This is an optimization exercise on Yosys and OpenROAD, whose aim is small area, a short achievable clock period and few clock cycles per item, not a production implementation.
Only simulation tests tie the RTL to the original design; equivalence was not proved.

==> design/flow/design.v <==
package muldiv_pkg;
  localparam int unsigned XLEN = 32;
  localparam logic [2:0] S_IDLE  = 3'd0;   
  localparam logic [2:0] S_MUL   = 3'd1;   
  localparam logic [2:0] S_DNORM = 3'd2;   
  localparam logic [2:0] S_DIV   = 3'd3;   
  localparam logic [2:0] S_DFIX  = 3'd4;   
endpackage
module div_step (
  input  logic [32:0] r,
  input  logic [33:0] x,
  input  logic        cin,
  input  logic [36:0] sum,
  input  logic        rneg,
  output logic [32:0] r_out,
  output logic        q
);
  logic [33:0] ra, t, g;
  logic        zero;
  assign ra   = {r[32], r};
  assign t    = ra ^ x;
  assign g    = {ra[32:0] | x[32:0], cin};
  assign zero = (t == g);
  assign q     = rneg ? (sum[36] | zero) : ~sum[36];
  assign r_out = q ? sum[32:0] : r;
endmodule
import muldiv_pkg::*;
module muldiv_ctrl (
  input  logic            clk,
  input  logic            resetn,
  input  logic            op_valid,
  input  logic [1:0]      mult,
  input  logic [1:0]      div,
  input  logic [1:0]      mfhl,
  input  logic [1:0]      mthl,
  input  logic [XLEN-1:0] src_a,
  input  logic [XLEN-1:0] src_b,
  input  logic            flush,
  output logic            stall,
  output logic            busy,
  output logic [XLEN-1:0] hi,
  output logic [XLEN-1:0] lo,
  output logic [XLEN-1:0] mf_data
);
  logic [2:0]  state;
  logic [4:0]  cnt;       
  logic [32:0] R;         
  logic [31:0] Q;         
  logic [33:0] X;         
  logic        dsub;      
  logic        rneg;      
  logic        qneg;      
  logic        msgn;      
  logic [1:0]  mlen;      
  logic any_op, accept;
  assign any_op  = |{mult, div, mfhl, mthl};
  assign busy    = (state != S_IDLE);
  assign stall   = op_valid & any_op & busy & ~flush;
  assign accept  = op_valid & ~busy & ~flush;
  assign mf_data = mfhl[1] ? hi : lo;
  function automatic [1:0] blen;
    input [31:0] x;
    input        sg;
    begin
      if (sg && x[31])
        blen = (&x[31:7])  ? 2'd0 :
               (&x[31:15]) ? 2'd1 :
               (&x[31:23]) ? 2'd2 : 2'd3;
      else
        blen = (~|x[31:8])  ? 2'd0 :
               (~|x[31:16]) ? 2'd1 :
               (~|x[31:24]) ? 2'd2 : 2'd3;
    end
  endfunction
  function automatic [5:0] bitlen;
    input [31:0] x;
    integer i;
    begin
      bitlen = 6'd0;
      for (i = 0; i < 32; i = i + 1)
        if (x[i]) bitlen = 6'(i + 1);
    end
  endfunction
  logic        msg, dsg, sa, sb;
  logic [1:0]  la, lb;
  logic        swap;
  logic [31:0] m_op, x_op;
  logic [31:0] a_mag, b_mag;    
  logic [31:0] a_smear;
  logic        div_zero_q;
  logic [5:0]  na, nb;
  logic [5:0]  shd;
  assign msg = mult[0];
  assign dsg = div[0];
  assign la  = blen(src_a, msg);
  assign lb  = blen(src_b, msg);
  assign swap = (la < lb);
  assign m_op = swap ? src_a : src_b;
  assign x_op = swap ? src_b : src_a;
  assign sa = dsg & src_a[31];
  assign sb = dsg & src_b[31];
  assign a_mag = sa ? {~src_a[30:0], 1'b1} : src_a;
  assign b_mag = sb ? (~src_b | 32'd1) : src_b;
  always_comb begin
    a_smear = a_mag;
    a_smear = a_smear | (a_smear >> 1);
    a_smear = a_smear | (a_smear >> 2);
    a_smear = a_smear | (a_smear >> 4);
    a_smear = a_smear | (a_smear >> 8);
    a_smear = a_smear | (a_smear >> 16);
  end
  assign div_zero_q = |(b_mag & ~a_smear);
  assign na  = bitlen(a_mag);
  assign nb  = bitlen(b_mag);
  assign shd = na - nb;
  logic        m_last, neg3, in_div, cin;
  logic [3:0]  nib;
  logic [36:0] xe, r0, r1, r2, r3, msum;
  logic [32:0] m_rn;
  logic [31:0] m_qn;
  logic [64:0] m_p;
  logic [31:0] m_hi, m_lo;
  assign m_last = (cnt == 5'd0);
  assign in_div = (state == S_DIV);
  assign neg3   = msgn & m_last & ~in_div;
  assign nib    = in_div ? 4'b0001 : Q[3:0];
  assign cin    = in_div ? dsub : (Q[3] & neg3);
  assign xe     = {{3{X[33]}}, X};
  assign r0     = nib[0] ? xe : 37'd0;
  assign r1     = nib[1] ? {xe[35:0], 1'b0} : 37'd0;
  assign r2     = nib[2] ? {xe[34:0], 2'b0} : 37'd0;
  assign r3     = nib[3] ? ({xe[33:0], 3'b0} ^ {37{neg3}}) : 37'd0;
  assign msum   = {{4{R[32]}}, R} + r0 + r1 + r2 + r3 + {36'd0, cin};
  assign m_rn   = msum[36:4];
  assign m_qn   = {msum[3:0], Q[31:4]};
  assign m_p    = {m_rn, m_qn};
  always_comb begin
    case (mlen)
      2'd3:    {m_hi, m_lo} = m_p[63:0];
      2'd2:    {m_hi, m_lo} = {{7{m_p[64]}},  m_p[64:8]};
      2'd1:    {m_hi, m_lo} = {{15{m_p[64]}}, m_p[64:16]};
      default: {m_hi, m_lo} = {{23{m_p[64]}}, m_p[64:24]};
    endcase
  end
  logic [32:0] d_rn;
  logic        d_q;
  logic [31:0] d_qn;
  logic [33:0] x_norm;
  div_step u_div_step (
    .r    (R),
    .x    (X),
    .cin  (dsub),
    .sum  (msum),
    .rneg (rneg),
    .r_out(d_rn),
    .q    (d_q)
  );
  assign d_qn   = {Q[30:0], d_q};
  assign x_norm = (X << cnt) ^ {34{dsub}};
  always_ff @(posedge clk or negedge resetn) begin
    if (!resetn) begin
      state <= S_IDLE;
      hi    <= '0;
      lo    <= '0;
    end else begin
      if (flush) begin
        state <= S_IDLE;
      end else begin
        case (state)
          S_IDLE: if (accept) begin
            if (mthl[1]) hi <= src_a;
            if (mthl[0]) lo <= src_a;
            if (|mult) state <= S_MUL;
            if ((|div) && (src_b != 32'd0)) begin
              if (div_zero_q) begin
                hi <= src_a;
                lo <= 32'd0;
              end else begin
                state <= S_DNORM;
              end
            end
          end
          S_MUL: if (m_last) begin
            hi    <= m_hi;
            lo    <= m_lo;
            state <= S_IDLE;
          end
          S_DNORM: state <= S_DIV;
          S_DIV: if (m_last) begin
            if (qneg) begin
              state <= S_DFIX;
            end else begin
              hi    <= d_rn[31:0];
              lo    <= d_qn;
              state <= S_IDLE;
            end
          end
          S_DFIX: begin
            hi    <= R[31:0];
            lo    <= -Q;
            state <= S_IDLE;
          end
          default: state <= S_IDLE;
        endcase
      end
    end
  end
  always_ff @(posedge clk) begin
    if (state == S_IDLE) begin
      if (|mult) begin
        R    <= 33'd0;
        Q    <= m_op;
        X    <= {{2{msg & x_op[31]}}, x_op};
        msgn <= msg & m_op[31];
        mlen <= swap ? la : lb;
        cnt  <= {(swap ? la : lb), 1'b1};
      end else begin
        R    <= {sa, src_a};
        Q    <= 32'd0;
        X    <= {{2{sb}}, src_b};
        dsub <= (sa == sb);
        rneg <= sa;
        qneg <= sa ^ sb;
        cnt  <= shd[4:0];
      end
    end else if (state == S_MUL) begin
      cnt <= cnt - 5'd1;
      R   <= m_rn;
      Q   <= m_qn;
    end else if (state == S_DNORM) begin
      X   <= x_norm;
    end else if (state == S_DIV) begin
      cnt <= cnt - 5'd1;
      R   <= d_rn;
      Q   <= d_qn;
      X   <= {X[33], X[33:1]};
    end
  end
endmodule
==> design/flow/flow/run.sh <==
#!/bin/bash
# Layout: the standard flow (standard.sh), with two resizer settings changed:
# MATCH_CELL_FOOTPRINT=0 lets sizing pick any drive strength of a cell, and the
# port buffers are plain buffers (buf_1) instead of delay cells.  Every port
# still gets its buffer.  The full make output goes to standard_flow.log.
set -euo pipefail
bash standard.sh MATCH_CELL_FOOTPRINT=0 "BUFFER_PORTS_ARGS=-buffer_cell sky130_fd_sc_hd__buf_1" finish > standard_flow.log 2>&1
==> design/flow/standard.sh <==
#!/bin/bash
# synth_recipe.tcl (not shown) runs the flow's synth.tcl, then flattens the netlist and writes it again
# the make line also repeats each setting of config.mk as NAME=value (left out here)
make -C /OpenROAD-flow-scripts/flow DESIGN_CONFIG=/design/flow/config.mk WORK_HOME=/design/flow/orfs CLKGATE_MAP_FILE= SYNTH_SCRIPT=/design/flow/synth_recipe.tcl "${@:-finish}"
==> design/flow/config.mk <==
export PLATFORM = sky130hd
export DESIGN_NAME = muldiv_ctrl
export DESIGN_NICKNAME = muldiv_ctrl
export VERILOG_FILES = /design/flow/design.v
export SDC_FILE = /design/flow/constraint.sdc
export NUM_CORES = 4
export LEC_CHECK = 0
export ABC_AREA = 1
export CAP_MARGIN = 20
export CORE_MARGIN = 2
export CORE_UTILIZATION = 40
export SETUP_SLACK_MARGIN = 4.25
export SLEW_MARGIN = 20
==> design/flow/constraint.sdc <==
create_clock -name core_clock -period 10.0 [get_ports {clk}]
set_input_delay 2.0000 -clock core_clock [delete_from_list [all_inputs] [get_ports {clk}]]
set_output_delay 2.0000 -clock core_clock [all_outputs]
set_load 0.01 [all_outputs]
==> reports/results.md <==
## Synthesis
* 177 — Yosys reg bits
* 23020 µm² — post-synthesis instance area
* sky130_fd_sc_hd__edfxtp_1 — top cell type by total area after synthesis
* 1 — Yosys warning count
* 3438 — Cells after Synth
* 14.35% — top cell type's share of synthesized area
* sky130_fd_sc_hd__edfxtp_1, sky130_fd_sc_hd__nand2_1, sky130_fd_sc_hd__o21ai_0, sky130_fd_sc_hd__fa_1, sky130_fd_sc_hd__dfrtp_1 — Synth area leaders
* sky130_fd_sc_hd__edfxtp_1 — Primary FF master, synth
* 3697 — Post-Syn Nets
* 110 — number of synthesized flops with an enable pin
* 6.695 µm² — synthesized area divided by synthesized cell count
* 21.63% — share of synthesized area occupied by flip-flops and latches
* 60 — post-synthesis cell type count
* 37.85% — proportion of synthesized flip-flops having asynchronous set or reset

## Critical path
* nor2_4 > inv_4 > nor2_4 > clkinv_8 > nand2_8 > clkbuf_16 > nor2_1 > fa_1 > fa_1 > fa_1 > ha_4 > nand2_1 > nor2_2 > nand4_1 > nor2_2 > nor2_2 > buf_4 > o21ai_2 > xor2_2 > o21ai_0 > o221ai_1 > a21oi_1 > o21ai_1 — cells traversed along the worst timing path
* 10380 ps — required time of the critical path
* 4 — Buffers & Inverters on Critical Path
* 6120 ps — CP arrival
* lo[17] — end of the worst register-to-register path
* sky130_fd_sc_hd__fa_1 — cell with the biggest individual delay on the critical path
* 23 — count of cells along the worst register-to-register path
* 4260 ps — minimum setup slack among reg-to-reg paths
* 530 ps — delay of the slowest cell on the worst path
* flip-flop — critical path startpoint category
* flip-flop — category of the worst setup path capture point
* reg2reg — Worst Path Class, Setup
* state[2] — Worst R2R Start
* 17 — largest driver fanout on the critical path
* adder cells — CP delay by family, top

## Clock network
* done — CTS tree
* 4 — H-tree depth
* 2 — maximum clock insertion buffer count
* 0 — number of hold-repair buffers added at the cts stage
* sky130_fd_sc_hd__clkbuf_16 — clk root buf
* 17 — TritonCTS Buffers
* 177 — clk sinks
* 80 ps — clock-pin slew on the worst setup and hold paths
* 510 ps — clock latency of the later-clocked register in the worst-skew pair

## Layout
* 4359 — Post-Layout Cell Count
* 19.41% — Area growth syn-to-layout
* 12.66% — share of layout cells above drive strength 1
* 3847 — Final Net Count

## Timing
* 0 — Max Slew Vio Count
* 0 ps — total negative setup slack
* 174.1 MHz — maximum clock rate
* 12.73 ps — final worst clock skew
* 57.43% — Final Cycle Share
* 5743 ps — final critical delay including setup and external delays
* true — setup repair after global routing missed its margin
* 23.73% — Slew Limit Headroom
* 1140 ps — pin slew with the least headroom to its limit
* 0 — final setup violation count
* 0 — number of hold violations in the final report

## Worst hold path
* lo[12] — worst-case hold path end point
* 2 — Hold Path Stages
* lo[12] — Hold Crit Start
* reg2reg — worst hold-check path type

## Floorplan
* 40.67% — initial standard-cell utilization of the core
* 59480 µm² — overall die area
* 56600 µm² — core box area
* 87 — count of standard-cell rows
* 243.9 µm — Die Span X
* 243.9 µm — height of the chip
* 174 — number of top-level pins

## Global route
* 1 — initial antenna violation count
* 0 — total congestion overflow
* 38.34% — Total Routing Usage GR
* 75 — maximum number of pins on one net before global-route repair
* 167400 µm — wire length of the first global-routing pass
* 24.28k — via count of the first global-routing pass

## Placed design
* 4225 — Placed Cells incl. Taps
* 173 — count of input and output buffers
* 86160 µm — estimated wirelength of the detail-placed design
* 1.048 — final weighted congestion in routability-driven placement

## Run
* 0 — number of max-capacitance violations reported

## Route
* 0 — DRC violations left
* 26.97k — via count of the routed design
* 118300 µm — final WL
* 6 — count of TritonRoute iterations in the first routing pass
* 3667 — initial detailed-routing violation count
* 6.187 — DR vias/cell
* 27.14 µm — wire length per cell after detailed routing
* 0 — final antenna-violating net count

## Run status
* no timing/DRC/antenna violations — outcome

==> kinds of logic after synthesis <==
| family | Yosys count | synth area share, % |
|---|---|---|
| XOR/XNOR | 113 | 4.300 |
| AND/OR/NAND/NOR | 1283 | 22.76 |
| flip-flops | 177 | 21.63 |
| buffers and inverters | 603 | 10.19 |
| adder cells (fa/ha/maj) | 183 | 13.40 |
| AO/OA/AOI/OAI | 1051 | 26.49 |
| multiplexers | 28 | 1.218 |
==> tightest hold or removal path: stages (launching register included) <==
cell,delay [ps]
sky130_fd_sc_hd__dfrtp_1,370
sky130_fd_sc_hd__nand2_1,50
sky130_fd_sc_hd__o21ai_0,60
==> how the worst max path moves through the flow <==
stage,to,cells after the start,start
finish,lo[17],23,state[2]
global placement,hi[15],28,state[0]
global route,hi[14],35,state[2]
CTS,hi[15],34,state[0]
floorplan,hi[12],37,cnt[0]
detailed placement,hi[15],28,state[0]
==> stage by stage <==
step	area, µm²	setup WS, ps	hold slack [ps]	utilization (%)
after detailed placement	24260	2662	501.7	42.86
after global placement	24260	2732	500.2	42.86
after CTS	26020	4217	523.3	45.97
after global routing	27480	4033	576.0	48.55
after floorplan	23030	4288	504.3	-
final	27490	4257	516.0	48.56
==> synth_stat cells, types with 5 or more instances <==
cell,instances
sky130_fd_sc_hd__a21oi_1,219
sky130_fd_sc_hd__a221o_1,9
sky130_fd_sc_hd__a221oi_1,9
sky130_fd_sc_hd__a22oi_1,21
sky130_fd_sc_hd__a31oi_1,25
sky130_fd_sc_hd__buf_1,16
sky130_fd_sc_hd__buf_2,12
sky130_fd_sc_hd__buf_4,8
sky130_fd_sc_hd__buf_6,5
sky130_fd_sc_hd__clkbuf_1,154
sky130_fd_sc_hd__clkinv_1,36
sky130_fd_sc_hd__dfrtp_1,67
sky130_fd_sc_hd__edfxtp_1,110
sky130_fd_sc_hd__fa_1,106
sky130_fd_sc_hd__ha_1,77
sky130_fd_sc_hd__inv_1,364
sky130_fd_sc_hd__inv_2,8
sky130_fd_sc_hd__mux2i_1,28
sky130_fd_sc_hd__nand2_1,736
sky130_fd_sc_hd__nand2_2,7
sky130_fd_sc_hd__nand3_1,80
sky130_fd_sc_hd__nand4_1,37
sky130_fd_sc_hd__nor2_1,340
sky130_fd_sc_hd__nor3_1,31
sky130_fd_sc_hd__nor4_1,25
sky130_fd_sc_hd__o2111ai_1,11
sky130_fd_sc_hd__o211ai_1,64
sky130_fd_sc_hd__o21a_1,8
sky130_fd_sc_hd__o21ai_0,458
sky130_fd_sc_hd__o21ai_1,75
sky130_fd_sc_hd__o221ai_1,81
sky130_fd_sc_hd__o22ai_1,42
sky130_fd_sc_hd__o32ai_1,5
sky130_fd_sc_hd__or2_2,7
sky130_fd_sc_hd__xnor2_1,20
sky130_fd_sc_hd__xor2_1,93
==> cells in the final DEF (no fill, tap or decap), types with 30 or more instances in the layout <==
cell	instances
sky130_fd_sc_hd__o21ai_0	405
sky130_fd_sc_hd__nand4_1	37
sky130_fd_sc_hd__o211ai_1	64
sky130_fd_sc_hd__o221ai_1	80
sky130_fd_sc_hd__nand3_1	75
sky130_fd_sc_hd__dfrtp_1	65
sky130_fd_sc_hd__a21oi_1	196
sky130_fd_sc_hd__nor3_1	30
sky130_fd_sc_hd__nand2_1	699
sky130_fd_sc_hd__nor2_1	314
sky130_fd_sc_hd__o22ai_1	41
sky130_fd_sc_hd__inv_1	342
sky130_fd_sc_hd__clkinv_1	36
sky130_fd_sc_hd__buf_1	159
sky130_fd_sc_hd__edfxtp_1	110
sky130_fd_sc_hd__fa_1	99
sky130_fd_sc_hd__ha_1	43
sky130_fd_sc_hd__buf_4	109
sky130_fd_sc_hd__o21ai_1	99
sky130_fd_sc_hd__xor2_1	80
==> final cells by class <==
type | instances | area [µm²]
sequential | 177 | 4982
tap | 756 | 945.9
multi-input combinational | 2664 | 17170
antenna | 2 | 5.005
fill | 5924 | 29120
clock buffer | 19 | 475.5
clock inverter | 13 | 130.1
inverter | 408 | 1558
timing repair buffer | 319 | 2206
timing repair inverter | 1 | 8.758
==> flip-flops by register name (all words and copies together), names as in the netlist <==
| register | count |
|---|---|
| Q | 32 |
| msgn | 1 |
| R | 33 |
| qneg | 1 |
| cnt | 5 |
| dsub | 1 |
| hi | 32 |
| mlen | 2 |
| rneg | 1 |
| lo | 32 |
| X | 34 |
| state | 3 |
==> metal layers <==
layer	wire, µm	part of all wire, %	track usage [%]
met1	46440	39	51.40
met4	8696	7.3	23.49
met5	0	0	0
met2	49440	42	55.72
met3	13740	12	8.912
==> repair_timing <==
action                                  CTS  global route
endpoints found under the setup margin  112           110
setup buffers                            37            43
resized for setup                       153           242
pin swaps                                29           100
gates cloned                             11             7
Testbench counts, summed over its fixed seeds: cycles 13,461, items 4,800.

-- what the ideal ports hide --
The flow's constraints put no driver on any port. The routed layout listed below was extracted and timed again, unchanged, in two steps.
Step 1 sets driving cells, clkbuf_16 on the clock port and buf_2 on the other inputs (assumed; they add their load-dependent delay and slew).
Step 2 adds t to the input delays and takes it off the output delays; t is the mean of the earliest and latest rising clock arrival at the registers after step 1. Input paths then give back, and output paths get back, about the clock's delay inside the block.
a / b / c = no drivers / after step 1 / after step 2; a / b = the first two.
shift t [ns]: 0.569
slack for setup (ns): 4.257 / 4.257 / 3.804
worst data-port slew with drivers (ns): 0.05
After both steps this run still meets setup and hold. For this run, drivers alone change the setup slack by 0.000 ns; drivers and shift together by -0.453 ns.
